This design comes from an exercise in tuning for small area on the open sky130 flow, not from production work.
The RTL was checked by simulation tests, not by an equivalence proof against the original design.
No activity file was given, so power comes from the tool's default toggle rates.

==> design/flow/design.v <==
package adventurePkg;
	typedef logic [9:0] pixelX_t;
	typedef logic [8:0] pixelY_t;
	typedef logic [3:0] roomCoord_t;
	typedef struct packed {
		logic [2:0] red;
		logic [2:0] green;
		logic [1:0] blue;
	} color_t;
	typedef enum logic [1:0] {
		HELD_NONE   = 2'd0,
		HELD_YELLOW = 2'd1,
		HELD_BLACK  = 2'd2
	} heldKey_t;
	localparam int STEP_PERIOD  = 16;
	localparam int STEP_COUNT_W = $clog2(STEP_PERIOD);
	localparam pixelX_t X_MAX        = 10'd624;
	localparam pixelX_t X_MIN        = 10'd16;
	localparam pixelY_t Y_MAX        = 9'd470;
	localparam pixelY_t Y_MIN        = 9'd10;
	localparam pixelX_t ENTRY_LEFT   = 10'd20;
	localparam pixelX_t ENTRY_RIGHT  = 10'd619;
	localparam pixelY_t ENTRY_TOP    = 9'd14;
	localparam pixelY_t ENTRY_BOTTOM = 9'd466;
	localparam roomCoord_t ROOM_LIMIT = 4'd8;
	localparam int PUSH_BACK = 7;
	localparam pixelX_t START_X         = 10'd320;
	localparam pixelY_t START_Y         = 9'd380;
	localparam roomCoord_t START_ROOM_X = 4'd3;
	localparam roomCoord_t START_ROOM_Y = 4'd5;
	localparam int PLAYER_HALF = 9;
	localparam pixelX_t YELLOW_KEY_X         = 10'd128;
	localparam pixelY_t YELLOW_KEY_Y         = 9'd220;
	localparam roomCoord_t YELLOW_KEY_ROOM_X = 4'd3;
	localparam roomCoord_t YELLOW_KEY_ROOM_Y = 4'd5;
	localparam pixelX_t BLACK_KEY_X          = 10'd128;
	localparam pixelY_t BLACK_KEY_Y          = 9'd220;
	localparam roomCoord_t BLACK_KEY_ROOM_X  = 4'd4;
	localparam roomCoord_t BLACK_KEY_ROOM_Y  = 4'd7;
	localparam int KEY_W        = 32;
	localparam int KEY_H        = 8;
	localparam int KEY_ROW      = 4;     
	localparam int CARRY_OFFSET = 15;
	localparam pixelX_t GATE_X = 10'd304;
	localparam pixelY_t GATE_Y = 9'd280;
	localparam int GATE_BARS   = 4;
	localparam int GATE_PITCH  = 10;
	localparam int GATE_BAR_W  = 5;
	localparam int GATE_BAR_H  = 80;
	localparam roomCoord_t YELLOW_CASTLE_X = 4'd3;
	localparam roomCoord_t YELLOW_CASTLE_Y = 4'd5;
	localparam roomCoord_t BLACK_CASTLE_X  = 4'd1;
	localparam roomCoord_t BLACK_CASTLE_Y  = 4'd3;
	localparam pixelX_t UNLOCK_X_LO  = 10'd288;
	localparam pixelX_t UNLOCK_X_HI  = 10'd352;
	localparam pixelY_t UNLOCK_Y     = 9'd360;
	localparam pixelY_t GATE_BLOCK_Y = 9'd352;
	localparam color_t COLOR_YELLOW     = 8'hFC;
	localparam color_t COLOR_BLACK      = 8'h00;
	localparam color_t COLOR_MAZE       = 8'h27;
	localparam color_t COLOR_GREEN      = 8'h1C;
	localparam color_t COLOR_DEFAULT    = 8'hFF;
	localparam color_t COLOR_KEY_ROOM   = 8'hF0;
	localparam color_t COLOR_CHALICE    = 8'h87;
	localparam color_t COLOR_BLACK_YARD = 8'hCC;
	localparam color_t COLOR_LEFT_HALL  = 8'h78;
	localparam color_t COLOR_RIGHT_HALL = 8'h90;
endpackage
import adventurePkg::*;
module adventureTop (
	input  logic       turn,
	input  logic       rst,
	input  logic [3:0] buttons,
	input  adventurePkg::pixelX_t    pixelX,
	input  adventurePkg::pixelY_t    pixelY,
	input  logic       blank,
	input  adventurePkg::color_t     mapPixel,
	output adventurePkg::color_t     color,
	output adventurePkg::roomCoord_t roomX,
	output adventurePkg::roomCoord_t roomY,
	output adventurePkg::color_t     roomColor
);
	localparam int KX = -16;
	localparam int KY = -20;
	localparam int OX = 15 - KX;   
	localparam int QY = -KY;       
	logic [3:0] count;
	logic       step;
	logic       bump;
	logic [9:0] px_n, cx_n, ox_n;
	logic [8:0] py_n, cy_n, oy_n;
	logic       yU, bU;
	logic [1:0] held;
	logic [3:0] rc;      
	function automatic logic [9:0] add10(input logic [9:0] a, input logic [9:0] b);
		logic c;
		c = 1'b0;
		for (int i = 0; i < 10; i++) begin
			add10[i] = a[i] ^ b[i] ^ c;
			c = (a[i] & b[i]) | (a[i] & c) | (b[i] & c);
		end
	endfunction
	function automatic logic [8:0] add9(input logic [8:0] a, input logic [8:0] b);
		logic c;
		c = 1'b0;
		for (int i = 0; i < 9; i++) begin
			add9[i] = a[i] ^ b[i] ^ c;
			c = (a[i] & b[i]) | (a[i] & c) | (b[i] & c);
		end
	endfunction
	function automatic logic [6:0] add6(input logic [5:0] a, input logic [5:0] b);
		logic c;
		c = 1'b0;
		for (int i = 0; i < 6; i++) begin
			add6[i] = a[i] ^ b[i] ^ c;
			c = (a[i] & b[i]) | (a[i] & c) | (b[i] & c);
		end
		add6[6] = c;
	endfunction
	function automatic logic [5:0] add5(input logic [4:0] a, input logic [4:0] b);
		logic c;
		c = 1'b0;
		for (int i = 0; i < 5; i++) begin
			add5[i] = a[i] ^ b[i] ^ c;
			c = (a[i] & b[i]) | (a[i] & c) | (b[i] & c);
		end
		add5[5] = c;
	endfunction
	function automatic logic hz5(input logic [4:0] a, input logic [4:0] b, input logic cin);
		hz5 = ((a[0] ^ b[0]) == cin);
		for (int i = 1; i < 5; i++)
			hz5 = hz5 && ((a[i] ^ b[i]) == (a[i-1] | b[i-1]));
	endfunction
	function automatic logic hz4(input logic [3:0] a, input logic [3:0] b, input logic cin);
		hz4 = ((a[0] ^ b[0]) == cin);
		for (int i = 1; i < 4; i++)
			hz4 = hz4 && ((a[i] ^ b[i]) == (a[i-1] | b[i-1]));
	endfunction
	function automatic logic in10(input logic [9:0] v, input int lo, input int hi);
		logic [9:0] l, h;
		l = 10'(lo);
		h = 10'(hi);
		if (l <= h)
			in10 = v >= l && v <= h;
		else
			in10 = v >= l || v <= h;
	endfunction
	function automatic logic in9(input logic [8:0] v, input int lo, input int hi);
		logic [8:0] l, h;
		l = 9'(lo);
		h = 9'(hi);
		if (l <= h)
			in9 = v >= l && v <= h;
		else
			in9 = v >= l || v <= h;
	endfunction
	function automatic logic pxIn(input logic [9:0] v, input int lo, input int hi);
		pxIn = in10(v, -(hi + KX), -(lo + KX));
	endfunction
	function automatic logic pyIn(input logic [8:0] v, input int lo, input int hi);
		pyIn = in9(v, -(hi + KY), -(lo + KY));
	endfunction
	function automatic logic [9:0] pxRep(input int x);
		pxRep = 10'(-(x + KX));
	endfunction
	function automatic logic [8:0] pyRep(input int y);
		pyRep = 9'(-(y + KY));
	endfunction
	function automatic logic isR(input logic [3:0] v, input int k);
		if (k == 0)
			isR = !v[3] && v[2:0] == 3'd0;
		else if (k == 8)
			isR = v[3];
		else
			isR = v[2:0] == 3'(k);
	endfunction
	function automatic logic [3:0] incR(input logic [3:0] v);
		incR = {v[2] & v[1] & v[0], v[2] ^ (v[1] & v[0]), v[1] ^ v[0], !v[0]};
	endfunction
	function automatic logic [3:0] decR(input logic [3:0] v);
		decR = {1'b0, v[2] ^ (!v[1] & !v[0]), !(v[1] ^ v[0]), !v[0]};
	endfunction
	function automatic logic [3:0] roomCode(input logic [3:0] x, input logic [3:0] y);
		adventurePkg::color_t c;
		logic yLow;   
		yLow = !y[3] && !(y[2] && y[1]);
		if (isR(x, 3) && yLow)
			c = COLOR_YELLOW;
		else if (isR(x, 4) && isR(y, 7))
			c = COLOR_KEY_ROOM;
		else if (isR(x, 1) && isR(y, 1))
			c = COLOR_CHALICE;
		else if (isR(x, 1) && isR(y, 2))
			c = COLOR_BLACK_YARD;
		else if (isR(x, 1) && isR(y, 3))
			c = COLOR_BLACK;
		else if (isR(x, 1) || (isR(x, 2) && yLow))
			c = COLOR_MAZE;
		else if (isR(x, 2) && isR(y, 6))
			c = COLOR_LEFT_HALL;
		else if (isR(x, 3) && isR(y, 6))
			c = COLOR_GREEN;
		else if (isR(x, 4) && isR(y, 6))
			c = COLOR_RIGHT_HALL;
		else
			c = COLOR_DEFAULT;
		roomCode = {c[7], c[5], c[3], c[1]};
	endfunction
	assign roomColor[7] = rc[3];
	assign roomColor[5] = rc[2];
	assign roomColor[3] = rc[1];
	assign roomColor[1] = rc[0];
	assign roomColor[0] = rc[0];
	assign roomColor[2] = rc[0] | (rc[1] & (rc[3] | ~rc[2]));
	assign roomColor[4] = rc[2] ? (rc[3] | ~rc[0]) : ((rc[3] ^ rc[1]) & ~rc[0]);
	assign roomColor[6] = (rc[2] & (rc[3] | ~rc[0])) | (rc[3] & rc[1] & ~rc[0]);
	function automatic logic keyShape(input logic [5:0] e, input logic ez,
			input logic [4:0] f, input logic fz, input logic [9:0] kx, input logic [8:0] ky);
		logic top, mid, low;
		logic sA, sB, sC, sD, sE;
		sA = !in10(kx, OX + 23, OX + 32);   
		sB = !in10(kx, OX + 1, OX + 24);    
		sC = !in10(kx, OX + 29, OX + 32);   
		sD = !in10(kx, OX + 1, OX + 4);     
		sE = !in10(kx, OX + 9, OX + 12);    
		top = fz && f >= 5'(QY - 4) && f <= 5'(QY - 1) && !in9(ky, QY - 3, QY);
		mid = fz && f >= 5'(QY) && f <= 5'(QY + 3) && !in9(ky, QY + 1, QY + 4);
		low = fz && f >= 5'(QY + 4) && f <= 5'(QY + 7) && !in9(ky, QY + 5, QY + 8);
		keyShape = ez && ((top && sA && e >= 6'(OX + 22) && e <= 6'(OX + 32))
			|| (mid && ((sB && e >= 6'(OX) && e <= 6'(OX + 24)) || (sC && e >= 6'(OX + 28) && e <= 6'(OX + 32))))
			|| (low && ((sD && e >= 6'(OX) && e <= 6'(OX + 4)) || (sE && e >= 6'(OX + 8) && e <= 6'(OX + 12))
				|| (sA && e >= 6'(OX + 22) && e <= 6'(OX + 32)))));
	endfunction
	logic [6:0] ecX, eoX;
	logic [5:0] epX, epY, ecY, eoY;
	logic ecXz, eoXz, epXz, epYz, ecYz, eoYz;
	logic inYRoom, inBRoom, inBCastle;
	logic gateBar, gateShown, gateZone;
	logic shapeC, shapeO, yellowHit, blackHit, playerHit;
	assign epX = add5(pixelX[4:0], px_n[4:0]);   
	assign epXz = hz5(pixelX[9:5], px_n[9:5], epX[5]);
	assign epY = add5(pixelY[4:0], py_n[4:0]);   
	assign epYz = hz4(pixelY[8:5], py_n[8:5], epY[5]);
	assign ecX = add6(pixelX[5:0], cx_n[5:0]);
	assign ecXz = hz4(pixelX[9:6], cx_n[9:6], ecX[6]);
	assign ecY = add5(pixelY[4:0], cy_n[4:0]);
	assign ecYz = hz4(pixelY[8:5], cy_n[8:5], ecY[5]);
	assign eoX = add6(pixelX[5:0], ox_n[5:0]);
	assign eoXz = hz4(pixelX[9:6], ox_n[9:6], eoX[6]);
	assign eoY = add5(pixelY[4:0], oy_n[4:0]);
	assign eoYz = hz4(pixelY[8:5], oy_n[8:5], eoY[5]);
	assign inYRoom   = isR(roomX, 3) && isR(roomY, 5);
	assign inBRoom   = isR(roomX, 4) && isR(roomY, 7);
	assign inBCastle = isR(roomX, 1) && isR(roomY, 3);
	assign gateShown = (inYRoom && !yU) || (inBCastle && !bU);
	assign gateBar = ((pixelX[9:6] == 4'd4 && ((pixelX[5:0] >= 6'd48 && pixelX[5:0] <= 6'd52)
			|| (pixelX[5:0] >= 6'd58 && pixelX[5:0] <= 6'd62)))
		|| (pixelX[9:6] == 4'd5 && ((pixelX[5:0] >= 6'd4 && pixelX[5:0] <= 6'd8)
			|| (pixelX[5:0] >= 6'd14 && pixelX[5:0] <= 6'd18))))
		&& pixelY >= 9'd280 && pixelY <= 9'd360;
	assign shapeC = keyShape(ecX[5:0], ecXz, ecY[4:0], ecYz, cx_n, cy_n);
	assign shapeO = keyShape(eoX[5:0], eoXz, eoY[4:0], eoYz, ox_n, oy_n);
	assign yellowHit = !yU && (inYRoom || held == 2'd1) && (held == 2'd1 ? shapeC : shapeO);
	assign blackHit  = !bU && (inBRoom || held == 2'd2) && (held == 2'd2 ? shapeC : shapeO);
	assign playerHit = pxIn(px_n, 9, 1014) && epXz && epX[4:0] >= 5'(OX - 24) && epX[4:0] <= 5'(OX - 7)
		&& pyIn(py_n, 9, 502) && epYz && epY[4:0] >= 5'(QY - 9) && epY[4:0] <= 5'(QY + 8);
	assign gateZone = pxIn(px_n, 289, 1023) && pyIn(py_n, 0, 351);
	always_ff @(posedge turn) begin
		if (rst) begin
			color <= '0;
			bump <= 1'b0;
		end else if (blank) begin
			color <= '0;
		end else begin
			if (gateShown && gateBar)
				color <= COLOR_BLACK;
			else if (yellowHit)
				color <= COLOR_YELLOW;
			else if (blackHit)
				color <= COLOR_BLACK;
			else if (playerHit)
				color <= roomColor;
			else
				color <= mapPixel;
			if (playerHit) begin
				if (inYRoom && gateZone)
					bump <= !yU;
				else if (inBCastle && gateZone)
					bump <= !bU;
				else
					bump <= mapPixel == roomColor;
			end
		end
	end
	always_ff @(posedge turn) begin
		if (rst) begin
			count <= '0;
			step <= 1'b0;
		end else begin
			count <= count + 4'd1;
			step <= count == 4'd15;
		end
	end
	logic [9:0] nX;
	logic [8:0] nY;
	function automatic logic [9:0] move10(input logic [9:0] x, input logic mv, input logic neg,
			input logic big);
		logic down, c3, inc, dec, t, z;
		down = neg ^ big;
		c3 = down ? (x[2:0] != 3'd0) : (x[2:0] == 3'd7);
		inc = mv && !neg && c3;
		dec = mv && neg && !c3;
		move10[2:0] = !mv ? x[2:0] : down ? x[2:0] - 3'd1 : x[2:0] + 3'd1;
		t = 1'b1;
		z = 1'b1;
		for (int i = 3; i < 10; i++) begin
			move10[i] = x[i] ^ ((inc && t) || (dec && z));
			t = t && x[i];
			z = z && !x[i];
		end
	endfunction
	function automatic logic [8:0] move9(input logic [8:0] x, input logic mv, input logic neg,
			input logic big);
		logic down, c3, inc, dec, t, z;
		down = neg ^ big;
		c3 = down ? (x[2:0] != 3'd0) : (x[2:0] == 3'd7);
		inc = mv && !neg && c3;
		dec = mv && neg && !c3;
		move9[2:0] = !mv ? x[2:0] : down ? x[2:0] - 3'd1 : x[2:0] + 3'd1;
		t = 1'b1;
		z = 1'b1;
		for (int i = 3; i < 9; i++) begin
			move9[i] = x[i] ^ ((inc && t) || (dec && z));
			t = t && x[i];
			z = z && !x[i];
		end
	endfunction
	logic mvX, mvY, negX, negY;
	logic goR, goD, goU, goL;
	always_comb begin
		mvX = step && ((buttons[3] && pxIn(px_n, 17, 1023)) || (buttons[0] && pxIn(px_n, 0, 623)));
		negX = (buttons[3] && pxIn(px_n, 17, 1023)) ? bump : !bump;
		nX = move10(px_n, mvX, negX, bump);
		mvY = step && ((buttons[2] && pyIn(py_n, 11, 511)) || (buttons[1] && pyIn(py_n, 0, 469)));
		negY = (buttons[2] && pyIn(py_n, 11, 511)) ? bump : !bump;
		nY = move9(py_n, mvY, negY, bump);
		goR = step && pxIn(px_n, 624, 1023) && !isR(roomX, 8);
		goD = step && !goR && pyIn(py_n, 470, 511) && !isR(roomY, 8);
		goU = step && !goR && !goD && pyIn(py_n, 0, 10) && !isR(roomY, 0);
		goL = step && !goR && !goD && !goU && pxIn(px_n, 0, 16) && !isR(roomX, 0);
	end
	logic xUp, xDown, ySwap;
	always_comb begin
		xUp = (goR && !(isR(roomX, 1) && isR(roomY, 6))
				&& !(isR(roomX, 2) && (isR(roomY, 4) || isR(roomY, 5))))
			|| (goL && isR(roomX, 1) && (isR(roomY, 5) || isR(roomY, 6)));
		xDown = (goR && isR(roomX, 2) && (isR(roomY, 4) || isR(roomY, 5)))
			|| (goL && !(isR(roomX, 1) && (isR(roomY, 4) || isR(roomY, 5) || isR(roomY, 6))));
		ySwap = (goR && ((isR(roomX, 1) && isR(roomY, 6)) || (isR(roomX, 2) && isR(roomY, 4))))
			|| (goL && isR(roomX, 1) && (isR(roomY, 4) || isR(roomY, 6)));
	end
	always_ff @(posedge turn) begin
		if (rst) begin
			px_n <= pxRep(START_X);
			py_n <= pyRep(START_Y);
			roomX <= START_ROOM_X;
			roomY <= START_ROOM_Y;
			rc <= roomCode(START_ROOM_X, START_ROOM_Y);
		end else begin
			px_n <= goR ? pxRep(ENTRY_LEFT) : goL ? pxRep(ENTRY_RIGHT) : nX;
			py_n <= goD ? pyRep(ENTRY_TOP) : goU ? pyRep(ENTRY_BOTTOM) : nY;
			roomX <= xUp ? incR(roomX) : xDown ? decR(roomX) : roomX;
			roomY <= goD ? incR(roomY) : goU ? decR(roomY) : {roomY[3:2], roomY[1] ^ ySwap, roomY[0]};
			if (step)
				rc <= roomCode(roomX, roomY);
		end
	end
	logic onO, atUnlock, pickO, pick;
	logic [9:0] dkX;
	logic [8:0] dkY;
	assign dkX = add10(ox_n, ~px_n);
	assign dkY = add9(oy_n, ~py_n);
	assign onO = !pxIn(ox_n, 977, 1008) && in10(dkX, 15, 45)
		&& in9(oy_n, -503 - KY, -4 - KY) && in9(dkY, -4, 6);
	assign atUnlock = pxIn(px_n, 289, 351) && pyIn(py_n, 0, 359);
	assign pickO = onO && (held == 2'd1 ? (inBRoom && !bU)
		: held == 2'd2 ? (inYRoom && !yU) : (inYRoom || inBRoom));
	always_ff @(posedge turn)
		pick <= pickO;
	always_ff @(posedge turn) begin
		if (step && pick) begin
			cx_n <= ox_n;
			cy_n <= oy_n;
		end else if (step && held != 2'd0) begin
			cx_n <= px_n;
			cy_n <= py_n;
		end
	end
	always_ff @(posedge turn) begin
		if (rst) begin
			ox_n <= pxRep(YELLOW_KEY_X - 15);
			oy_n <= pyRep(YELLOW_KEY_Y);
			yU <= 1'b0;
			bU <= 1'b0;
			held <= 2'd0;
		end else if (step) begin
			if (held == 2'd0) begin
				if (pick)
					held <= inYRoom ? 2'd1 : 2'd2;
			end else begin
				if (pick) begin
					held <= ~held;
					ox_n <= px_n;
					oy_n <= py_n;
				end
				if (held == 2'd1 && inYRoom && atUnlock)
					yU <= 1'b1;
				if (held == 2'd2 && inBCastle && atUnlock)
					bU <= 1'b1;
			end
		end
	end
endmodule
==> design/flow/flow/run.sh <==
#!/bin/bash
# Layout flow: the standard flow, except that the port buffers are the
# smallest buffer cell and clock tree synthesis uses larger sink clusters and
# no dummy loads. The flow's output goes to standard.log here; each step's
# log is kept in orfs/logs/ by the flow scripts.
set -o pipefail
bash standard.sh finish "BUFFER_PORTS_ARGS=-buffer_cell sky130_fd_sc_hd__buf_1" \
	"CTS_ARGS=-sink_clustering_enable -repair_clock_nets -buf_list sky130_fd_sc_hd__clkbuf_8 -dont_use_dummy_load -sink_clustering_size 20 -sink_clustering_max_diameter 80" \
	> standard.log 2>&1
==> design/flow/standard.sh <==
#!/bin/bash
# synth_recipe.tcl (not shown) runs the flow's synth.tcl, then flattens the netlist and writes it again
# the make line also repeats each setting of config.mk as NAME=value (left out here)
make -C /OpenROAD-flow-scripts/flow DESIGN_CONFIG=/design/flow/config.mk WORK_HOME=/design/flow/orfs CLKGATE_MAP_FILE= SYNTH_SCRIPT=/design/flow/synth_recipe.tcl "${@:-finish}"
==> design/flow/config.mk <==
export PLATFORM = sky130hd
export DESIGN_NAME = adventureTop
export DESIGN_NICKNAME = adventureTop
export VERILOG_FILES = /design/flow/design.v
export SDC_FILE = /design/flow/constraint.sdc
export NUM_CORES = 4
export LEC_CHECK = 0
export CAP_MARGIN = 0
export CORE_MARGIN = 2
export CORE_UTILIZATION = 70
export CTS_BUF_LIST = sky130_fd_sc_hd__clkbuf_8
export GPL_TIMING_DRIVEN = 0
export SETUP_SLACK_MARGIN = 0.08
export SLEW_MARGIN = 0
==> design/flow/constraint.sdc <==
create_clock -name core_clock -period 5.0 [get_ports {turn}]
set_input_delay 1.0000 -clock core_clock [delete_from_list [all_inputs] [get_ports {turn}]]
set_output_delay 1.0000 -clock core_clock [all_outputs]
set_load 0.01 [all_outputs]
==> results of run 1 <==
logic make-up (layout without fill, tap and decap cells):
group | Yosys count | count (layout) | share of synthesized area, %
mux | 23 | 23 | 3.22
fa+ha+maj | 84 | 84 | 18.4
xor+xnor | 68 | 68 | 7.99
compound gates | 213 | 213 | 18.9
buf+inv | 118 | 186 | 6.37
flops | 88 | 88 | 26.2
simple gates | 282 | 282 | 18.9
repair_timing:
item | CTS | global route
resized for setup | 13 | 15
hold endpoints to repair | 0 | 0
pin swaps | 3 | 6
endpoints found under the setup margin | 9 | 9
setup buffers | 2 | 1
cell usage in the layout, fill, tap and decap left out, types with 5 or more instances in the layout:
cell type	synthesis	final
sky130_fd_sc_hd__buf_2	10	10
sky130_fd_sc_hd__mux2_2	8	8
sky130_fd_sc_hd__o2111ai_1	7	5
sky130_fd_sc_hd__o21bai_1	8	8
sky130_fd_sc_hd__o31ai_1	5	5
sky130_fd_sc_hd__o21ai_0	60	59
sky130_fd_sc_hd__inv_1	82	80
sky130_fd_sc_hd__clkbuf_8	0	9
sky130_fd_sc_hd__nand2b_1	6	6
sky130_fd_sc_hd__dfxtp_1	69	68
sky130_fd_sc_hd__fa_1	43	40
sky130_fd_sc_hd__nor2_1	55	54
sky130_fd_sc_hd__nor4_1	19	18
sky130_fd_sc_hd__a21o_1	6	6
sky130_fd_sc_hd__mux2i_1	15	15
sky130_fd_sc_hd__a31oi_1	7	7
sky130_fd_sc_hd__ha_1	41	41
sky130_fd_sc_hd__nand2_1	101	99
sky130_fd_sc_hd__nor2b_1	7	7
sky130_fd_sc_hd__nand3_1	20	20
sky130_fd_sc_hd__a21oi_2	4	5
sky130_fd_sc_hd__xnor2_1	55	55
sky130_fd_sc_hd__and3_1	9	9
sky130_fd_sc_hd__o211ai_1	19	19
sky130_fd_sc_hd__o22ai_1	7	6
sky130_fd_sc_hd__edfxtp_1	19	19
sky130_fd_sc_hd__nor3_1	20	20
sky130_fd_sc_hd__xor2_1	13	13
sky130_fd_sc_hd__clkbuf_1	17	17
sky130_fd_sc_hd__buf_1	1	54
sky130_fd_sc_hd__nand4_1	9	9
sky130_fd_sc_hd__a21oi_1	38	37
sky130_fd_sc_hd__a211oi_1	11	10
cell type report:
class                      instances  share of cell area, %
buffer                            32                   1.98
clock buffer                       9                   1.53
inverter                          86                   4.00
multi-input combinational        670                   63.2
sequential                        88                   24.2
tap                              136                   2.11
timing repair buffer              59                   2.94
worst max-delay path by stage:
stage / to / slack, ns / cells after the start
2_1_floorplan: color[2] / 0.18 / 16
3_5_place_dp: color[2] / -0.97 / 17
4_1_cts: color[2] / 0.09 / 17
6_report: color[2] / 0.19 / 17
3_3_place_gp: color[4] / -0.80 / 16
5_1_grt: color[1] / 0.07 / 18
power breakdown:
| part | total [mW] | leakage, nW | switching, mW | internal, mW |
|---|---|---|---|---|
| clock network | 0.393 | 0.0647 | 0.232 | 0.162 |
| registers | 0.730 | 0.736 | 0.00354 | 0.726 |
| logic | 0.207 | 2.38 | 0.127 | 0.0796 |
| total | 1.33 | 3.18 | 0.363 | 0.967 |
state kept, by name (all words and copies together), names as in the netlist, 2 cells and up:
| name | flops |
|---|---|
| held | 2 |
| roomX | 4 |
| oy_n | 9 |
| cy_n | 9 |
| roomY | 4 |
| ox_n | 10 |
| cx_n | 10 |
| px_n | 10 |
| rc | 4 |
| count | 4 |
| py_n | 9 |
| color | 8 |
per-stage QoR:
stage          utilization [%]  cell area (µm²)
6_report                  78.2             8080
5_1_grt                   78.2             8080
4_1_cts                   77.8             8030
3_5_place_dp              76.0             7840
3_3_place_gp              75.9             7840
2_1_floorplan                -             7460
synth_stat cells (all sizes together), types with 8 or more instances:
cell and number:
mux2 8, ha 41, nor2 55, clkbuf 18, nand4 9, fa 43
o211ai 19, xnor2 55, xor2 13, inv 83, mux2i 15, o21bai 8
and3 9, o21ai 63, nand3 21, nor4 19, o2111ai 8, buf 14
edfxtp 19, a211oi 11, nor3 23, dfxtp 69, nand2 101, a21oi 42
routing by layer:
| layer | up-vias | wire length (µm) |
|---|---|---|
| met2 | 462 | 10700 |
| met5 | - | 0 |
| met1 | 3431 | 8420 |
| met3 | 106 | 2120 |
| li1 | 3238 | - |
| met4 | 0 | 1070 |
==> impl_metrics.json, run 1 <==
{
  "run_status": "timing/DRC/antenna clean",
  "seq_area_um2": 1960,
  "total_power_mw": 1.33,
  "hold-path-endpoint": "count[0]",
  "seq_area_frac_synth_pct": 26.2,
  "finalHoldWorstSlack_ns": 0.468,
  "drv_slew": 0,
  "routed_wirelength_um": 22300,
  "synth_area_leader_cell": "sky130_fd_sc_hd__dfxtp_1",
  "globalRoute.totalOverflow": 0,
  "mappedNetlistNets": 994,
  "worst_slew_margin_rel_pct": 36.3,
  "first_global_vias": 7236,
  "starting_utilization_of_the_core_area_pct": 72.2,
  "worst_r2r_startpoint": "py_n[0]",
  "rr_endpoint": "pick",
  "cp_max_stage_delay_ns": 0.53,
  "fmax_ghz": 0.208,
  "yosysUniqueCellTypes": 77,
  "port-buffer-count": 56,
  "total_leakage_power_nw": 3.18,
  "fp.dieW_um": 107,
  "power-per-cell-area_nw_per_um2": 165,
  "dr.pass1.iters": 8,
  "synth_instances": 876,
  "critical_path.startpoint_type": "primary input",
  "post-route-drc-count": 0,
  "fill_cells": 729,
  "tightest_slew_ns": 0.955,
  "fin_crit_ns": 4.81,
  "crit_path_dat_ns": 5.11,
  "tritoncts_clock_tree": "yes",
  "cp_top_family": "adder cells",
  "vias": 7237,
  "crit_path_end_kind": "register",
  "antenna-diode-count": 0,
  "grt-busiest-layer": "met2",
  "grtUsageMet2_pct": 69.0,
  "setup.worst_path.start": "pixelX[0]",
  "ir_worst_vdd_mv": 0.135,
  "final-instance-count-excl-fill": 1080,
  "cp_common_cell": "sky130_fd_sc_hd__fa_1",
  "placement.setup.worst_slack_ns": -0.971,
  "largest_clock_skew_in_the_final_design_ns": 0.0275,
  "tritoncts.num_buffers": 9,
  "crit_fanout": 6,
  "synth_top_area_share_pct": 18.5,
  "grt_usage_pct": 39.9,
  "worst_setup_hold_path_clk_slew_ns": 0.09,
  "crit_type": "in2reg",
  "wire_length_of_the_first_global_routing_pass_um": 35600,
  "area.growth.synth_to_final_pct": 8.30,
  "worst_r2r_path_depth": 16,
  "cpMaxStageDelayCell": "sky130_fd_sc_hd__or4_4",
  "whs_path_depth": 1,
  "max_cap_violations": 0,
  "post_synth_instance_area_um2": 7460,
  "finalCritPeriodShare_pct": 96.3,
  "hold_crit_class": "reg2reg",
  "final_net_count": 1064,
  "synthesis.area_per_instance_um2": 8.51,
  "cts_hold_buf": 0,
  "floorplan.die_area_um2": 11500,
  "place_hpwl_um": 17500,
  "number_of_enable_type_register_cells_in_the_synthesized_netlist": 19,
  "io_pins": 58,
  "grt_max_degree": 20,
  "rsz_0062_raised_after_global_routing": "no",
  "crit_chain": "clkbuf_4 > ha_1 > fa_1 > inv_1 > fa_1 > fa_2 > fa_1 > inv_2 > fa_2 > or4_4 > o22ai_2 > o21bai_1 > a211oi_4 > o2111ai_2 > a21oi_2 > and2_4 > o21bai_1",
  "cts_root_buf": "sky130_fd_sc_hd__clkbuf_8",
  "gr-usage-met1_pct": 48.1,
  "max-clock-path-buffers": 2,
  "fp.coreArea_um2": 10300,
  "drt_iter0_markers": 849,
  "multi_input_area_um2": 5110,
  "floorplan.die.height_um": 107,
  "finalWeightedCongestion": 0.944,
  "critPathRequiredTime_ns": 5.29,
  "postSynth.asyncResetShare_pct": 0,
  "yosys-top-cells-area": "sky130_fd_sc_hd__dfxtp_1 19%, sky130_fd_sc_hd__fa_1 12%, sky130_fd_sc_hd__edfxtp_1 7.6%",
  "ant_nets": 0,
  "yosysWarningCount": 1,
  "detail_route.wl_per_cell_um": 20.6,
  "final_critical_path_setup_slack_ns": 0.185,
  "global_route.usage.met3_pct": 7.29,
  "tritoncts_num_sinks": 88,
  "post_route_cells_drive_above_1_share_pct": 8.69,
  "reg2reg_setup_slack_ns": 0.36,
  "postSynthRegisterBits": 88,
  "crit_buf_inv": 3,
  "clock_h_tree_levels": 3,
  "clk_latency_ns": 0.37,
  "min_from": "count[0]",
  "placement_rows": 37,
  "dp.cells": 1068,
  "detail_route.vias_per_cell": 6.70,
  "finalSetupViolations": 0,
  "ys_dominant_reg_cell": "sky130_fd_sc_hd__dfxtp_1",
  "hold_viol_final": 0,
  "grt_antenna_before_repair": 0,
  "totalNegativeSetupSlack_ns": 0
}
==> inputs of run 2 (changes only) <==
--- a/design/flow/design.v
+++ b/design/flow/design.v
@@ -92,2 +92,3 @@
 	logic       yU, bU;
+	logic       jpF, jpS;   
 	logic [1:0] held;
@@ -238,3 +239,3 @@
 	logic gateBar, gateShown, gateZone;
-	logic shapeC, shapeO, yellowHit, blackHit, playerHit;
+	logic shapeC, shapeO, shapeCar, shapeOth, yellowHit, blackHit, playerHit;
 	assign epX = add5(pixelX[4:0], px_n[4:0]);   
@@ -262,4 +263,6 @@
 	assign shapeO = keyShape(eoX[5:0], eoXz, eoY[4:0], eoYz, ox_n, oy_n);
-	assign yellowHit = !yU && (inYRoom || held == 2'd1) && (held == 2'd1 ? shapeC : shapeO);
-	assign blackHit  = !bU && (inBRoom || held == 2'd2) && (held == 2'd2 ? shapeC : shapeO);
+	assign shapeCar = jpF || jpS ? shapeO : shapeC;
+	assign shapeOth = jpS ? shapeC : shapeO;
+	assign yellowHit = !yU && (inYRoom || held == 2'd1) && (held == 2'd1 ? shapeCar : shapeOth);
+	assign blackHit  = !bU && (inBRoom || held == 2'd2) && (held == 2'd2 ? shapeCar : shapeOth);
 	assign playerHit = pxIn(px_n, 9, 1014) && epXz && epX[4:0] >= 5'(OX - 24) && epX[4:0] <= 5'(OX - 7)
@@ -390,6 +393,3 @@
 	always_ff @(posedge turn) begin
-		if (step && pick) begin
-			cx_n <= ox_n;
-			cy_n <= oy_n;
-		end else if (step && held != 2'd0) begin
+		if (step) begin
 			cx_n <= px_n;
@@ -405,3 +405,11 @@
 			held <= 2'd0;
+			jpF <= 1'b0;
+			jpS <= 1'b0;
 		end else if (step) begin
+			jpF <= pick && held == 2'd0;
+			jpS <= pick && held != 2'd0;
+			if (jpS) begin
+				ox_n <= cx_n;
+				oy_n <= cy_n;
+			end
 			if (held == 2'd0) begin
@@ -410,7 +418,4 @@
 			end else begin
-				if (pick) begin
+				if (pick)
 					held <= ~held;
-					ox_n <= px_n;
-					oy_n <= py_n;
-				end
 				if (held == 2'd1 && inYRoom && atUnlock)
==> run 2 against run 1 <==
  * Clock power increased by 4%
  * Largest power group unchanged
  * Sequential share of layout area rose by 0.79 points
  * Clock skew increased by 0.0031 ns
  * Non-clock buffer count fell by 1
  * Via count increased by 0.40%
  * Clock-buffer cell count did not move
  * Utilization shrank 0.32 points
  * Critical endpoint is now pick
  * Area after synthesis is 0.74% lower
  * Wire length up 0.88%
  * Sequential cell count is 2 higher
==> impl_metrics.json, run 2 <==
{
  "placement_rows": 37,
  "hold_crit_class": "reg2reg",
  "finalCritPeriodShare_pct": 97.6,
  "ir_worst_vdd_mv": 0.130,
  "ant_nets": 0,
  "seqPwrFrac_pct": 56.2,
  "clk_latency_ns": 0.38,
  "grt_max_degree": 24,
  "synth_top_area_share_pct": 19.2,
  "final_core_util_pct": 77.9,
  "tightest_slew_ns": 1.24,
  "power-per-cell-area_nw_per_um2": 165,
  "postSynthRegisterBits": 90,
  "fin_crit_ns": 4.88,
  "fraction_of_power_consumed_by_combinational_cells_pct": 12.8,
  "total_leakage_power_nw": 3.11,
  "post_route_cells_drive_above_1_share_pct": 4.95,
  "tritoncts.num_buffers": 9,
  "fp.dieW_um": 107,
  "tritoncts_clock_tree": "yes",
  "grt_usage_pct": 40.1,
  "floorplan.die_area_um2": 11400,
  "yosys.cell_count.top_type": "sky130_fd_sc_hd__inv_1",
  "sw_share_pct": 26.8,
  "totalNegativeSetupSlack_ns": 0,
  "cp_common_cell": "sky130_fd_sc_hd__fa_1",
  "finalWeightedCongestion": 0.984,
  "yosysUniqueCellTypes": 73,
  "crit_chain": "inv_2 > ha_1 > inv_1 > fa_1 > inv_1 > fa_1 > fa_1 > fa_1 > fa_1 > fa_1 > fa_1 > or4_4 > o41ai_4 > nand4_1 > a311oi_1",
  "seq_area_frac_synth_pct": 26.9,
  "max_cap_violations": 0,
  "synth_area_leader_cell": "sky130_fd_sc_hd__dfxtp_1",
  "postSynth.asyncResetShare_pct": 0,
  "mappedNetlistNets": 980,
  "layout_commonest_cell": "sky130_fd_sc_hd__inv_1",
  "fmax_ghz": 0.205,
  "globalRoute.totalOverflow": 0,
  "grt_antenna_before_repair": 0,
  "number_of_enable_type_register_cells_in_the_synthesized_netlist": 19,
  "worst_slew_margin_rel_pct": 17.0,
  "post_synth_instance_area_um2": 7400,
  "power.internal_mw": 0.967,
  "detail_route.wl_per_cell_um": 21.1,
  "cts_hold_buf": 0,
  "critical_path.startpoint_type": "register",
  "yosysWarningCount": 1,
  "cp_max_stage_delay_ns": 0.49,
  "finalSetupViolations": 0,
  "io_pins": 58,
  "critPathRequiredTime_ns": 5.26,
  "vias": 7266,
  "run_status": "timing/DRC/antenna clean",
  "cpMaxStageDelayCell": "sky130_fd_sc_hd__fa_1",
  "routed_wirelength_um": 22500,
  "clock_h_tree_levels": 3,
  "crit_path_end_kind": "register",
  "post-route-drc-count": 0,
  "tritoncts_num_sinks": 90,
  "max-clock-path-buffers": 2,
  "final_net_count": 1049,
  "top_cells_by_instance_count_after_synthesis": "86 x sky130_fd_sc_hd__inv_1, 75 x sky130_fd_sc_hd__nand2_1, 71 x sky130_fd_sc_hd__dfxtp_1",
  "rsz_0062_raised_after_global_routing": "yes",
  "antenna-diode-count": 0,
  "largest_clock_skew_in_the_final_design_ns": 0.0306,
  "yosys-top-cells-area": "sky130_fd_sc_hd__dfxtp_1 19%, sky130_fd_sc_hd__fa_1 12%, sky130_fd_sc_hd__edfxtp_1 7.7%",
  "drv_slew": 0,
  "net-switching-power_mw": 0.355,
  "wire_length_of_the_first_global_routing_pass_um": 35200,
  "total_power_mw": 1.32,
  "starting_utilization_of_the_core_area_pct": 72.0,
  "ys_dominant_reg_cell": "sky130_fd_sc_hd__dfxtp_1",
  "layout_common_cells": "84 x sky130_fd_sc_hd__inv_1, 75 x sky130_fd_sc_hd__nand2_1, 67 x sky130_fd_sc_hd__nor2_1, 67 x sky130_fd_sc_hd__dfxtp_1, 55 x sky130_fd_sc_hd__buf_1",
  "synthesis.area_per_instance_um2": 8.59,
  "dr.pass1.iters": 7,
  "area.growth.synth_to_final_pct": 8.18,
  "power_frac_clock_pct": 31.0,
  "crit_type": "reg2reg",
  "hold_viol_final": 0,
  "worst_setup_hold_path_clk_slew_ns": 0.07,
  "detail_route.vias_per_cell": 6.82,
  "synth_instances": 862,
  "floorplan.die.height_um": 107,
  "crit_path_dat_ns": 5.13,
  "place_hpwl_um": 17300,
  "regs_by_ff_count": "cx_n (10), ox_n (10), px_n (10)",
  "cts_root_buf": "sky130_fd_sc_hd__clkbuf_8",
  "finish.instance_area_um2": 8010,
  "drt_iter0_markers": 838,
  "crit_fanout": 3,
  "first_global_vias": 7016,
  "postPlaceCellArea_um2": 7780,
  "port-buffer-count": 56,
  "fp.coreArea_um2": 10300
}
run 2: cell count changes after synthesis, sizes merged, moves of 10 or more:
cell / change
nand2: -26
nand4: +11
o21ai: -23
a211o: +10
nor2: +12
run 2: power groups by stage:
stage          Sequential (mW)  Combinational [mW]  Clock (mW)
2_1_floorplan            0.762               0.105           0
6_report                 0.743               0.169       0.410
5_1_grt                  0.743               0.182       0.435
3_3_place_gp             0.760               0.154           0
3_5_place_dp             0.761               0.161           0
4_1_cts                  0.744               0.163       0.408
run 2: logic make-up (layout without fill, tap and decap cells):
group           Yosys count  after routing  synth area share [%]
simple gates            284            284                  19.4
compound gates          202            202                  18.8
buf+inv                 119            186                  6.29
flops                    90             90                  26.9
fa+ha+maj                85             85                  18.7
xor+xnor                 66             66                  7.81
mux                      16             16                  2.16
run 2: path summary, 6_finish.rpt:
kind              depth (start not counted)  slack [ns]       to    start
setup / recovery                         15        0.12     pick  py_n[0]
hold / removal                            0        0.43  cy_n[5]  py_n[5]
setup reg to reg                         15        0.12     pick  py_n[0]
hold reg to reg                           0        0.43  cy_n[5]  py_n[5]
run 2: cell type report:
cell class	instances	area (µm²)
Multi-Input combinational cell	653	5020
Fill cell	765	2270
Sequential cell	90	2000
Inverter	87	327
Timing Repair Buffer	58	228
Tap cell	136	170
Buffer	32	139
Clock buffer	9	124
run 2: through the flow:
step | hold slack (ns) | setup slack (ns) | std cells
2_1_floorplan | 0.402 | 0.381 | 862
3_3_place_gp | 0.408 | -0.190 | 1054
3_5_place_dp | 0.414 | -0.420 | 1054
4_1_cts | 0.431 | 0.0127 | 1063
5_1_grt | 0.447 | 0.0522 | 1065
6_report | 0.428 | 0.122 | 1065
run 2: timing repair:
action	CTS	global route
setup endpoints to repair	9	9
buffers inserted	0	2
pin swaps	1	7
resized for setup	7	19
run 2: critical path, delay by kind of cell, from the launching register on:
family                     cells  cell delay [ns]
adders and majority gates      8             2.82
AOI/OAI and AO/OA              2             0.76
and+or+nand+nor                2             0.65
DFF                            1             0.36
buffers and inverters          3             0.19
run 2: metal layers:
metal  vias up  wire length (µm)  global-route usage, %
met5         -                 0                      0
met4         0              1400                   25.7
met1      3489              8300                   49.6
li1       3197                 -                      -
met3       102              2430                   7.23
met2       478             10300                   64.7
==> inputs of run 3 (changes only) <==
--- a/design/flow/config.mk
+++ b/design/flow/config.mk
@@ -9,3 +9,3 @@
 export CORE_MARGIN = 2
-export CORE_UTILIZATION = 70
+export CORE_UTILIZATION = 56
 export CTS_BUF_LIST = sky130_fd_sc_hd__clkbuf_8
==> run 3 against run 2 <==
  * Largest power group unchanged
  * Cell count increased by 3.8%
  * Highest routed layer unchanged
  * Global-route usage decreased by 7.6 points
  * Area after synthesis unchanged
  * Worst hold slack got worse by 0.0039 ns
==> impl_metrics.json, run 3 <==
{
  "drt_iter0_markers": 541,
  "placement_rows": 42,
  "drv_slew": 0,
  "final-instance-count-excl-fill": 1106,
  "tritoncts.num_buffers": 9,
  "detail_route.vias_per_cell": 6.22,
  "worst_slew_margin_rel_pct": 16.8,
  "finalWeightedCongestion": 0.942,
  "io_pins": 58,
  "tritoncts_num_sinks": 90,
  "fp.dieW_um": 119,
  "hold_viol_final": 0,
  "seq_area_frac_synth_pct": 26.9,
  "number_of_enable_type_register_cells_in_the_synthesized_netlist": 19,
  "dr.pass1.iters": 5,
  "yosys.cell_count.top_type": "sky130_fd_sc_hd__inv_1",
  "synth_area_leader_cell": "sky130_fd_sc_hd__dfxtp_1",
  "floorplan.die_area_um2": 14200,
  "crit_fanout": 6,
  "yosysUniqueCellTypes": 73,
  "dp.cells": 1094,
  "postSynth.asyncResetShare_pct": 0,
  "worst_setup_hold_path_clk_slew_ns": 0.10,
  "area.growth.synth_to_final_pct": 8.47,
  "total_leakage_power_nw": 3.11,
  "largest_clock_skew_in_the_final_design_ns": 0.0302,
  "crit_path_end_kind": "register",
  "max_cap_violations": 0,
  "cp_top_family": "adder cells",
  "hold_crit_class": "reg2reg",
  "detail_route.wl_per_cell_um": 20.4,
  "globalRoute.totalOverflow": 0,
  "grt_max_degree": 24,
  "place_hpwl_um": 17500,
  "fp.coreArea_um2": 13100,
  "starting_utilization_of_the_core_area_pct": 56.6,
  "routed_wirelength_um": 22500,
  "fmax_ghz": 0.209,
  "finalHoldWorstSlack_ns": 0.424,
  "floorplan.die.height_um": 119,
  "postSynthRegisterBits": 90,
  "post_route_cells_drive_above_1_share_pct": 4.62,
  "regs_by_ff_count": "cx_n (10), ox_n (10), px_n (10)",
  "synth_instances": 862,
  "antenna-diode-count": 0,
  "placement.setup.worst_slack_ns": -0.422,
  "critical_path.startpoint_type": "primary input",
  "finalCritPeriodShare_pct": 95.5,
  "rsz_0062_raised_after_global_routing": "no",
  "wire_length_of_the_first_global_routing_pass_um": 35600,
  "yosys-top-cells-area": "sky130_fd_sc_hd__dfxtp_1 19%, sky130_fd_sc_hd__fa_1 12%, sky130_fd_sc_hd__edfxtp_1 7.7%",
  "clk_latency_ns": 0.40,
  "postPlaceCellArea_um2": 7830,
  "synth_top_area_share_pct": 19.2,
  "vias": 6884,
  "ir_worst_vdd_mv": 0.115,
  "cts_hold_buf": 0,
  "yosysWarningCount": 1,
  "post-route-drc-count": 0,
  "crit_path_dat_ns": 5.10,
  "crit_chain": "clkbuf_2 > ha_1 > fa_1 > inv_1 > fa_1 > fa_1 > fa_1 > inv_1 > fa_1 > nor3b_1 > nand4_1 > a21oi_1 > or4b_2 > a21boi_2 > o311ai_0 > a21bo_2 > o21ai_0",
  "ant_nets": 0,
  "mappedNetlistNets": 980,
  "tritoncts_clock_tree": "yes",
  "cpMaxStageDelayCell": "sky130_fd_sc_hd__or4b_2",
  "cts_root_buf": "sky130_fd_sc_hd__clkbuf_8",
  "finalSetupViolations": 0,
  "cp_max_stage_delay_ns": 0.73,
  "first_global_vias": 6752,
  "fin_crit_ns": 4.78,
  "post_synth_instance_area_um2": 7400,
  "final_net_count": 1050,
  "synthesis.area_per_instance_um2": 8.59,
  "top_cells_by_instance_count_after_synthesis": "86 x sky130_fd_sc_hd__inv_1, 75 x sky130_fd_sc_hd__nand2_1, 71 x sky130_fd_sc_hd__dfxtp_1",
  "finish.instance_area_um2": 8030,
  "port-buffer-count": 56,
  "fill_cells": 1196,
  "grt_usage_pct": 32.6,
  "critPathRequiredTime_ns": 5.33,
  "totalNegativeSetupSlack_ns": 0,
  "ys_dominant_reg_cell": "sky130_fd_sc_hd__dfxtp_1",
  "final_critical_path_setup_slack_ns": 0.224,
  "power-per-cell-area_nw_per_um2": 165,
  "layout_common_cells": "85 x sky130_fd_sc_hd__inv_1, 75 x sky130_fd_sc_hd__nand2_1, 67 x sky130_fd_sc_hd__nor2_1, 67 x sky130_fd_sc_hd__dfxtp_1, 55 x sky130_fd_sc_hd__buf_1",
  "tightest_slew_ns": 1.25,
  "grt_antenna_before_repair": 0,
  "layout_commonest_cell": "sky130_fd_sc_hd__inv_1",
  "max-clock-path-buffers": 2,
  "run_status": "timing/DRC/antenna clean",
  "crit_type": "in2reg",
  "cp_common_cell": "sky130_fd_sc_hd__fa_1",
  "crit_buf_inv": 3,
  "clock_h_tree_levels": 3
}
==> run 3: worst paths after layout <==
check / startpoint / end / slack, ns / cells past startpoint
hold / removal: px_n[2] / cx_n[2] / 0.42 / 0
hold reg to reg: px_n[2] / cx_n[2] / 0.42 / 0
setup / recovery: pixelX[0] / color[3] / 0.22 / 17
setup reg to reg: py_n[0] / pick / 0.31 / 15
==> run 3: metrics by stage <==
stage / power, mW / util, %
2_1_floorplan: 0.867 / -
3_3_place_gp: 0.917 / 59.9
3_5_place_dp: 0.922 / 59.9
4_1_cts: 1.33 / 61.0
5_1_grt: 1.37 / 61.4
6_report: 1.33 / 61.4
==> run 3: logic make-up (layout without fill, tap and decap cells) <==
logic type	Yosys count	in the layout	share of synthesized area, %
mux	16	16	2.16
buf+inv	119	187	6.29
xor+xnor	66	66	7.81
flops	90	90	26.9
compound gates	202	202	18.8
simple gates	284	284	19.4
fa+ha+maj	85	85	18.7
==> run 3: worst register-to-register path, cell delays in order, from the launching register on <==
cell	delay (ns)
sky130_fd_sc_hd__dfxtp_4	0.38
sky130_fd_sc_hd__inv_2	0.08
sky130_fd_sc_hd__ha_1	0.20
sky130_fd_sc_hd__inv_1	0.06
sky130_fd_sc_hd__fa_1	0.15
sky130_fd_sc_hd__inv_1	0.05
sky130_fd_sc_hd__fa_1	0.38
sky130_fd_sc_hd__fa_2	0.37
sky130_fd_sc_hd__fa_2	0.35
sky130_fd_sc_hd__fa_1	0.39
sky130_fd_sc_hd__fa_1	0.39
sky130_fd_sc_hd__fa_1	0.46
sky130_fd_sc_hd__or4_4	0.45
sky130_fd_sc_hd__o41ai_4	0.40
sky130_fd_sc_hd__nand4_1	0.20
sky130_fd_sc_hd__a311oi_2	0.29
==> run 3: final cells by class <==
| class | count | area [µm²] | share of cell area [%] |
|---|---|---|---|
| Inverter | 87 | 327 | 4.07 |
| Clock buffer | 9 | 124 | 1.54 |
| Sequential cell | 90 | 2000 | 24.9 |
| Timing Repair Buffer | 59 | 235 | 2.93 |
| Buffer | 32 | 139 | 1.73 |
| Tap cell | 176 | 220 | 2.74 |
| Multi-Input combinational cell | 653 | 4980 | 62.1 |
==> run 3: timing repair <==
item	4_1_cts	5_1_grt
setup endpoints to repair	9	9
pin swaps	2	3
buffers inserted	1	2
resized for setup	5	13
==> run 3: power by group <==
group	internal [mW]	leakage [nW]	switching [mW]
sequential	0.741	0.771	0.00193
combinational	0.0645	2.27	0.102
clock	0.162	0.0647	0.255
total	0.967	3.11	0.359
==> run 3: per-layer routing <==
metal | track usage, % | routed length (µm) | up-vias
li1 | - | - | 3193
met1 | 41.6 | 9340 | 3331
met2 | 52.7 | 10500 | 302
met3 | 5.70 | 1600 | 58
met4 | 17.0 | 1090 | 0
met5 | 0 | 0 | -
==> inputs of run 4 (changes only) <==
--- a/design/flow/config.mk
+++ b/design/flow/config.mk
@@ -9,3 +9,3 @@
 export CORE_MARGIN = 2
-export CORE_UTILIZATION = 56
+export CORE_UTILIZATION = 62
 export CTS_BUF_LIST = sky130_fd_sc_hd__clkbuf_8
==> run 4 against run 3 <==
  * Critical endpoint is now pick
  * First-iteration DRC count up 25%
  * Power about the same
  * Critical path type is now reg2reg
  * Worst setup slack worse by 0.14 ns
  * Still clean on timing, DRC and antenna
  * Largest power group unchanged
==> impl_metrics.json, run 4 <==
{
  "placement_rows": 39,
  "cp_top_family": "adder cells",
  "cp_common_cell": "sky130_fd_sc_hd__fa_1",
  "first_global_vias": 6738,
  "tritoncts.num_buffers": 9,
  "finish.instance_area_um2": 8000,
  "crit_fanout": 9,
  "place_hpwl_um": 17100,
  "crit_path_end_kind": "register",
  "post_synth_instance_area_um2": 7400,
  "fp.coreArea_um2": 11500,
  "clock_h_tree_levels": 3,
  "yosysWarningCount": 1,
  "routed_wirelength_um": 22000,
  "post-route-drc-count": 0,
  "postSynth.asyncResetShare_pct": 0,
  "regs_by_ff_count": "cx_n (10), ox_n (10), px_n (10)",
  "floorplan.die.height_um": 113,
  "hold_viol_final": 0,
  "io_pins": 58,
  "max-clock-path-buffers": 2,
  "number_of_enable_type_register_cells_in_the_synthesized_netlist": 19,
  "layout_common_cells": "85 x sky130_fd_sc_hd__inv_1, 75 x sky130_fd_sc_hd__nand2_1, 68 x sky130_fd_sc_hd__dfxtp_1, 67 x sky130_fd_sc_hd__nor2_1, 55 x sky130_fd_sc_hd__buf_1",
  "critPathRequiredTime_ns": 5.26,
  "seq_area_frac_synth_pct": 26.9,
  "cts_root_buf": "sky130_fd_sc_hd__clkbuf_8",
  "worst_setup_hold_path_clk_slew_ns": 0.08,
  "total_leakage_power_nw": 3.11,
  "fin_crit_ns": 4.92,
  "power-per-cell-area_nw_per_um2": 166,
  "run_status": "timing/DRC/antenna clean",
  "crit_path_dat_ns": 5.18,
  "worst_slew_margin_rel_pct": 19.5,
  "rsz_0062_raised_after_global_routing": "yes",
  "drt_iter0_markers": 674,
  "synth_area_leader_cell": "sky130_fd_sc_hd__dfxtp_1",
  "finalHoldWorstSlack_ns": 0.429,
  "clk_latency_ns": 0.38,
  "yosysUniqueCellTypes": 73,
  "max_cap_violations": 0,
  "postSynthRegisterBits": 90,
  "critical_path.startpoint_type": "register",
  "detail_route.wl_per_cell_um": 20.4,
  "crit_chain": "fa_1 > inv_1 > fa_1 > fa_1 > fa_1 > fa_1 > fa_1 > fa_1 > or4_4 > o41ai_4 > nand4_1 > a311oi_2",
  "starting_utilization_of_the_core_area_pct": 64.3,
  "tritoncts_clock_tree": "yes",
  "finalSetupViolations": 0,
  "wire_length_of_the_first_global_routing_pass_um": 34700,
  "layout_commonest_cell": "sky130_fd_sc_hd__inv_1",
  "drv_slew": 0,
  "port-buffer-count": 56,
  "synth_instances": 862,
  "top_cells_by_instance_count_after_synthesis": "86 x sky130_fd_sc_hd__inv_1, 75 x sky130_fd_sc_hd__nand2_1, 71 x sky130_fd_sc_hd__dfxtp_1",
  "synthesis.area_per_instance_um2": 8.59,
  "largest_clock_skew_in_the_final_design_ns": 0.00972,
  "cp_max_stage_delay_ns": 0.65,
  "antenna-diode-count": 0,
  "grt_max_degree": 24,
  "postPlaceCellArea_um2": 7790,
  "crit_buf_inv": 1,
  "tritoncts_num_sinks": 90,
  "grt_antenna_before_repair": 0,
  "tightest_slew_ns": 1.21,
  "finalCritPeriodShare_pct": 98.3,
  "mappedNetlistNets": 980,
  "globalRoute.totalOverflow": 0,
  "ir_worst_vdd_mv": 0.130,
  "area.growth.synth_to_final_pct": 8.08,
  "crit_type": "reg2reg",
  "yosys.cell_count.top_type": "sky130_fd_sc_hd__inv_1",
  "synth_top_area_share_pct": 19.2,
  "final_net_count": 1051,
  "fmax_ghz": 0.203,
  "post_route_cells_drive_above_1_share_pct": 4.51,
  "cpMaxStageDelayCell": "sky130_fd_sc_hd__dfxtp_1",
  "dr.pass1.iters": 7,
  "hold_crit_class": "reg2reg",
  "detail_route.vias_per_cell": 6.46,
  "ant_nets": 0,
  "ys_dominant_reg_cell": "sky130_fd_sc_hd__dfxtp_1",
  "grt_usage_pct": 35.1,
  "vias": 6938,
  "finalWeightedCongestion": 0.976,
  "yosys-top-cells-area": "sky130_fd_sc_hd__dfxtp_1 19%, sky130_fd_sc_hd__fa_1 12%, sky130_fd_sc_hd__edfxtp_1 7.7%",
  "fp.dieW_um": 113,
  "floorplan.die_area_um2": 12800
}
==> run 4: logic make-up after synthesis <==
family | after synthesis | synth area share [%]
XOR/XNOR | 66 | 7.81
adder cells (fa/ha/maj) | 85 | 18.7
buffers and inverters | 119 | 6.29
multiplexers | 16 | 2.16
flip-flops | 90 | 26.9
AND/OR/NAND/NOR | 284 | 19.4
AO/OA/AOI/OAI | 202 | 18.8
==> run 4: worst reg2reg max path: stages, from the launching register on <==
cell and delay [ns]:
sky130_fd_sc_hd__dfxtp_1 0.65, sky130_fd_sc_hd__fa_1 0.26, sky130_fd_sc_hd__inv_1 0.05, sky130_fd_sc_hd__fa_1 0.37, sky130_fd_sc_hd__fa_1 0.38, sky130_fd_sc_hd__fa_1 0.39
sky130_fd_sc_hd__fa_1 0.39, sky130_fd_sc_hd__fa_1 0.39, sky130_fd_sc_hd__fa_1 0.49, sky130_fd_sc_hd__or4_4 0.45, sky130_fd_sc_hd__o41ai_4 0.42, sky130_fd_sc_hd__nand4_1 0.19
sky130_fd_sc_hd__a311oi_2 0.38
==> run 4: area by class of cell <==
| cell class | count | area, µm² |
|---|---|---|
| Buffer | 32 | 139 |
| Multi-Input combinational cell | 653 | 4990 |
| Inverter | 87 | 330 |
| Tap cell | 143 | 179 |
| Clock buffer | 9 | 124 |
| Timing Repair Buffer | 60 | 243 |
| Fill cell | 975 | 3510 |
| Sequential cell | 90 | 2000 |
==> run 4: final timing paths <==
kind,slack (ns),cells past startpoint,from,to
max,0.08,12,py_n[1],pick
min reg2reg,0.43,0,px_n[5],cx_n[5]
max reg2reg,0.08,12,py_n[1],pick
min,0.43,0,px_n[5],cx_n[5]
==> run 4: through the flow <==
stage                     power (mW)  setup slack, ns  util, %  cells  TNS, ns
after floorplan                0.867            0.381        -    862        0
after global placement         0.914           -0.382     67.7   1061    -2.43
after detailed placement       0.920           -0.454     67.7   1061    -3.89
after CTS                       1.32           0.0935     69.4   1074        0
after global routing            1.37           0.0528     69.5   1074        0
final                           1.33           0.0846     69.5   1074        0
==> run 4: report_power, final <==
| group | total (mW) | switching [mW] | internal, mW | leakage [nW] |
|---|---|---|---|---|
| combinational | 0.166 | 0.101 | 0.0653 | 2.28 |
| sequential | 0.743 | 0.00199 | 0.741 | 0.771 |
| clock | 0.418 | 0.256 | 0.162 | 0.0647 |
| total | 1.33 | 0.358 | 0.968 | 3.11 |
==> run 4: metal layers <==
layer,GRT usage [%],up-vias,wire length (µm)
li1,-,3195,-
met1,47.7,3269,9000
met2,54.3,409,9790
met3,4.98,65,2120
met4,18.9,0,1060
met5,0,-,0
==> run 4: repair_timing <==
action,CTS,global route
setup buffers,4,0
hold buffers,0,0
pin swaps,4,2
endpoints found under the setup margin,9,9
resized for setup,10,9
==> inputs of run 5 (changes only) <==
--- a/design/flow/config.mk
+++ b/design/flow/config.mk
@@ -9,3 +9,3 @@
 export CORE_MARGIN = 2
-export CORE_UTILIZATION = 62
+export CORE_UTILIZATION = 66
 export CTS_BUF_LIST = sky130_fd_sc_hd__clkbuf_8
==> run 5 against run 4 <==
  * Non-clock buffer count is 2 lower
  * Sequential share of layout area up 0.067 points
  * Register-to-register slack gained 0.12 ns
==> impl_metrics.json, run 5 <==
{
  "run_status": "timing/DRC/antenna clean",
  "sw_share_pct": 26.3,
  "post_synth_instance_area_um2": 7400,
  "seq_area_frac_synth_pct": 26.9,
  "cts_root_buf": "sky130_fd_sc_hd__clkbuf_8",
  "tightest_slew_ns": 1.18,
  "post-route-drc-count": 0,
  "cp_top_family": "adder cells",
  "ir_worst_vdd_mv": 0.184,
  "hold-path-endpoint": "cy_n[2]",
  "regs_by_ff_count": "cx_n (10), ox_n (10), px_n (10)",
  "first_global_vias": 6450,
  "io_pins": 58,
  "fp.dieW_um": 110,
  "finalHoldWorstSlack_ns": 0.426,
  "cpMaxStageDelayCell": "sky130_fd_sc_hd__fa_1",
  "number_of_enable_type_register_cells_in_the_synthesized_netlist": 19,
  "power.internal_mw": 0.967,
  "crit_chain": "inv_2 > ha_1 > inv_1 > fa_1 > inv_1 > fa_1 > fa_1 > fa_1 > fa_2 > fa_1 > fa_1 > or4_4 > o41ai_4 > nand4_1 > a311oi_2",
  "max-clock-path-buffers": 2,
  "max_cap_violations": 0,
  "crit_path_dat_ns": 5.06,
  "vias": 6958,
  "yosysUniqueCellTypes": 73,
  "whs_path_depth": 0,
  "rr_endpoint": "pick",
  "critical_path.startpoint_type": "register",
  "min_from": "py_n[2]",
  "tritoncts.num_buffers": 9,
  "area.growth.synth_to_final_pct": 7.86,
  "synth_top_area_share_pct": 19.2,
  "synth_instances": 862,
  "yosys-top-cells-area": "sky130_fd_sc_hd__dfxtp_1 19%, sky130_fd_sc_hd__fa_1 12%, sky130_fd_sc_hd__edfxtp_1 7.7%",
  "ys_dominant_reg_cell": "sky130_fd_sc_hd__dfxtp_1",
  "power_frac_clock_pct": 30.9,
  "hold_crit_class": "reg2reg",
  "postPlaceCellArea_um2": 7790,
  "yosysWarningCount": 1,
  "worst_r2r_startpoint": "py_n[0]",
  "reg2reg_setup_slack_ns": 0.21,
  "clock_h_tree_levels": 3,
  "finalCritPeriodShare_pct": 95.8,
  "floorplan.die_area_um2": 12100,
  "finalWeightedCongestion": 0.994,
  "postSynthRegisterBits": 90,
  "drt_iter0_markers": 800,
  "cp_max_stage_delay_ns": 0.47,
  "antenna-diode-count": 0,
  "crit_buf_inv": 3,
  "synthesis.area_per_instance_um2": 8.59,
  "largest_clock_skew_in_the_final_design_ns": 0.0243,
  "fraction_of_power_consumed_by_combinational_cells_pct": 12.4,
  "tritoncts_num_sinks": 90,
  "crit_fanout": 4,
  "globalRoute.totalOverflow": 0,
  "grt_usage_pct": 36.1,
  "power-per-cell-area_nw_per_um2": 164,
  "place_hpwl_um": 16600,
  "crit_type": "reg2reg",
  "total_leakage_power_nw": 3.11,
  "floorplan.die.height_um": 110,
  "crit_path_end_kind": "register",
  "post_route_cells_drive_above_1_share_pct": 4.63,
  "dr.pass1.iters": 6,
  "detail_route.vias_per_cell": 6.51,
  "layout_commonest_cell": "sky130_fd_sc_hd__inv_1",
  "starting_utilization_of_the_core_area_pct": 68.0,
  "worst_setup_hold_path_clk_slew_ns": 0.09,
  "placement_rows": 38,
  "wire_length_of_the_first_global_routing_pass_um": 32800,
  "layout_common_cells": "85 x sky130_fd_sc_hd__inv_1, 75 x sky130_fd_sc_hd__nand2_1, 67 x sky130_fd_sc_hd__nor2_1, 67 x sky130_fd_sc_hd__dfxtp_1, 55 x sky130_fd_sc_hd__buf_1",
  "total_power_mw": 1.31,
  "ant_nets": 0,
  "finish.instance_area_um2": 7990,
  "mappedNetlistNets": 980,
  "fmax_ghz": 0.209,
  "cp_common_cell": "sky130_fd_sc_hd__fa_1",
  "seqPwrFrac_pct": 56.7,
  "critPathRequiredTime_ns": 5.27,
  "rsz_0062_raised_after_global_routing": "no",
  "net-switching-power_mw": 0.344,
  "drv_slew": 0,
  "routed_wirelength_um": 21100,
  "fp.coreArea_um2": 10900,
  "grt_antenna_before_repair": 0,
  "final_net_count": 1049,
  "top_cells_by_instance_count_after_synthesis": "86 x sky130_fd_sc_hd__inv_1, 75 x sky130_fd_sc_hd__nand2_1, 71 x sky130_fd_sc_hd__dfxtp_1",
  "yosys.cell_count.top_type": "sky130_fd_sc_hd__inv_1",
  "port-buffer-count": 56,
  "detail_route.wl_per_cell_um": 19.8,
  "hold_viol_final": 0,
  "final_critical_path_setup_slack_ns": 0.208,
  "synth_area_leader_cell": "sky130_fd_sc_hd__dfxtp_1",
  "fin_crit_ns": 4.79,
  "grt_max_degree": 24,
  "finalSetupViolations": 0,
  "clk_latency_ns": 0.39,
  "tritoncts_clock_tree": "yes",
  "worst_slew_margin_rel_pct": 21.3,
  "worst_r2r_path_depth": 15,
  "postSynth.asyncResetShare_pct": 0,
  "placement.setup.worst_slack_ns": -0.401
}
## run 5: cell types whose count changed in the layout (fill, tap and decap cells not counted), sizes merged
cell and change:
inv +1, clkinvlp -1, buf -2
## run 5: how the worst max path moves through the flow
stage / end / cells past startpoint / start
after floorplan: color[2] / 16 / pixelX[0]
final: pick / 15 / py_n[0]
after global placement: pick / 15 / py_n[0]
after global routing: color[4] / 16 / pixelX[0]
after CTS: pick / 15 / py_n[0]
after detailed placement: color[3] / 16 / pixelX[1]
## run 5: power groups by stage
stage	sequential, mW	combinational, mW	clock (mW)
after floorplan	0.762	0.105	0
after global placement	0.760	0.153	0
after detailed placement	0.761	0.158	0
after CTS	0.744	0.160	0.408
after global routing	0.743	0.179	0.432
final	0.743	0.163	0.405
## run 5: kinds of logic (layout without fill, tap and decap cells)
kind of cell               Yosys count  in the layout  share of synthesized area, %
adders and majority gates           85             85                          18.7
AOI/OAI and AO/OA                  202            202                          18.8
xor gates and xnor gates            66             66                          7.81
muxes                               16             16                          2.16
and+or+nand+nor                    284            284                          19.4
DFF                                 90             90                          26.9
buffers and inverters              119            186                          6.29
## run 5: metal layers
layer / part of all wire (%) / track usage, % / up-vias
met5: 0 / 0 / -
met4: 5.1 / 20.2 / 0
met3: 9.8 / 5.51 / 77
met2: 45 / 55.0 / 412
met1: 40 / 48.9 / 3275
li1: - / - / 3194
## run 5: final cells by class
class	count	area, µm²
buffer	32	139
sequential	90	2000
tap	140	175
timing repair buffer	58	228
inverter	87	327
fill	861	2900
multi-input combinational	653	4990
clock buffer	9	124
## run 5: worst register-to-register path: stages, from the launching register on
cell and delay, ns:
sky130_fd_sc_hd__dfxtp_4 0.37, sky130_fd_sc_hd__inv_2 0.07, sky130_fd_sc_hd__ha_1 0.19, sky130_fd_sc_hd__inv_1 0.06, sky130_fd_sc_hd__fa_1 0.16, sky130_fd_sc_hd__inv_1 0.05
sky130_fd_sc_hd__fa_1 0.37, sky130_fd_sc_hd__fa_1 0.38, sky130_fd_sc_hd__fa_1 0.39, sky130_fd_sc_hd__fa_2 0.35, sky130_fd_sc_hd__fa_1 0.39, sky130_fd_sc_hd__fa_1 0.47
sky130_fd_sc_hd__or4_4 0.44, sky130_fd_sc_hd__o41ai_4 0.42, sky130_fd_sc_hd__nand4_1 0.17, sky130_fd_sc_hd__a311oi_2 0.39
## run 5: repair_timing
item | CTS | global route
setup buffers | 0 | 2
setup endpoints to repair | 7 | 9
endpoints found under the hold margin | 0 | 0
resized for setup | 6 | 16
hold buffers | 0 | 0
pin swaps | 0 | 5
## run 5: through the flow
step	std cells	TNS [ns]	util, %
3_5_place_dp	1058	-3.19	71.5
4_1_cts	1067	0	72.8
5_1_grt	1069	0	73.3
2_1_floorplan	862	0	-
3_3_place_gp	1058	-2.02	71.5
6_report	1069	0	73.3

==> re-timing with driven ports <==
In the flow no input, the clock included, has a driving cell. The finished layouts below were timed again as built, in two steps.
Step 1: set_driving_cell puts a clkbuf_16 on turn and a buf_2 on each other input, an assumption about the parent block.
Step 2 times the ports against the registers' clock, not the clock port: input delays grow and output delays shrink by t, the midpoint of the rising clock arrivals with the driver on.
Slacks: no drivers / after step 1 / after step 2; pairs: no drivers / after step 1.
| run | t (ns) | setup WS [ns] | cell pins on the clock port's net |
|---|---|---|---|
| run 1 | 0.394 | 0.185 / 0.194 / -0.200 | 1 |
| run 2 | 0.403 | 0.122 / 0.122 / -0.185 | 1 |
| run 3 | 0.422 | 0.224 / 0.240 / -0.183 | 1 |
| run 4 | 0.410 | 0.085 / 0.085 / -0.194 | 1 |
| run 5 | 0.414 | 0.208 / 0.208 / -0.176 | 1 |
With both steps, setup timing fails in every run listed, where it was met with ideal ports. The setup slack of run 3, which loses most, moves by +0.016 ns with the drivers and by -0.407 ns with both steps.
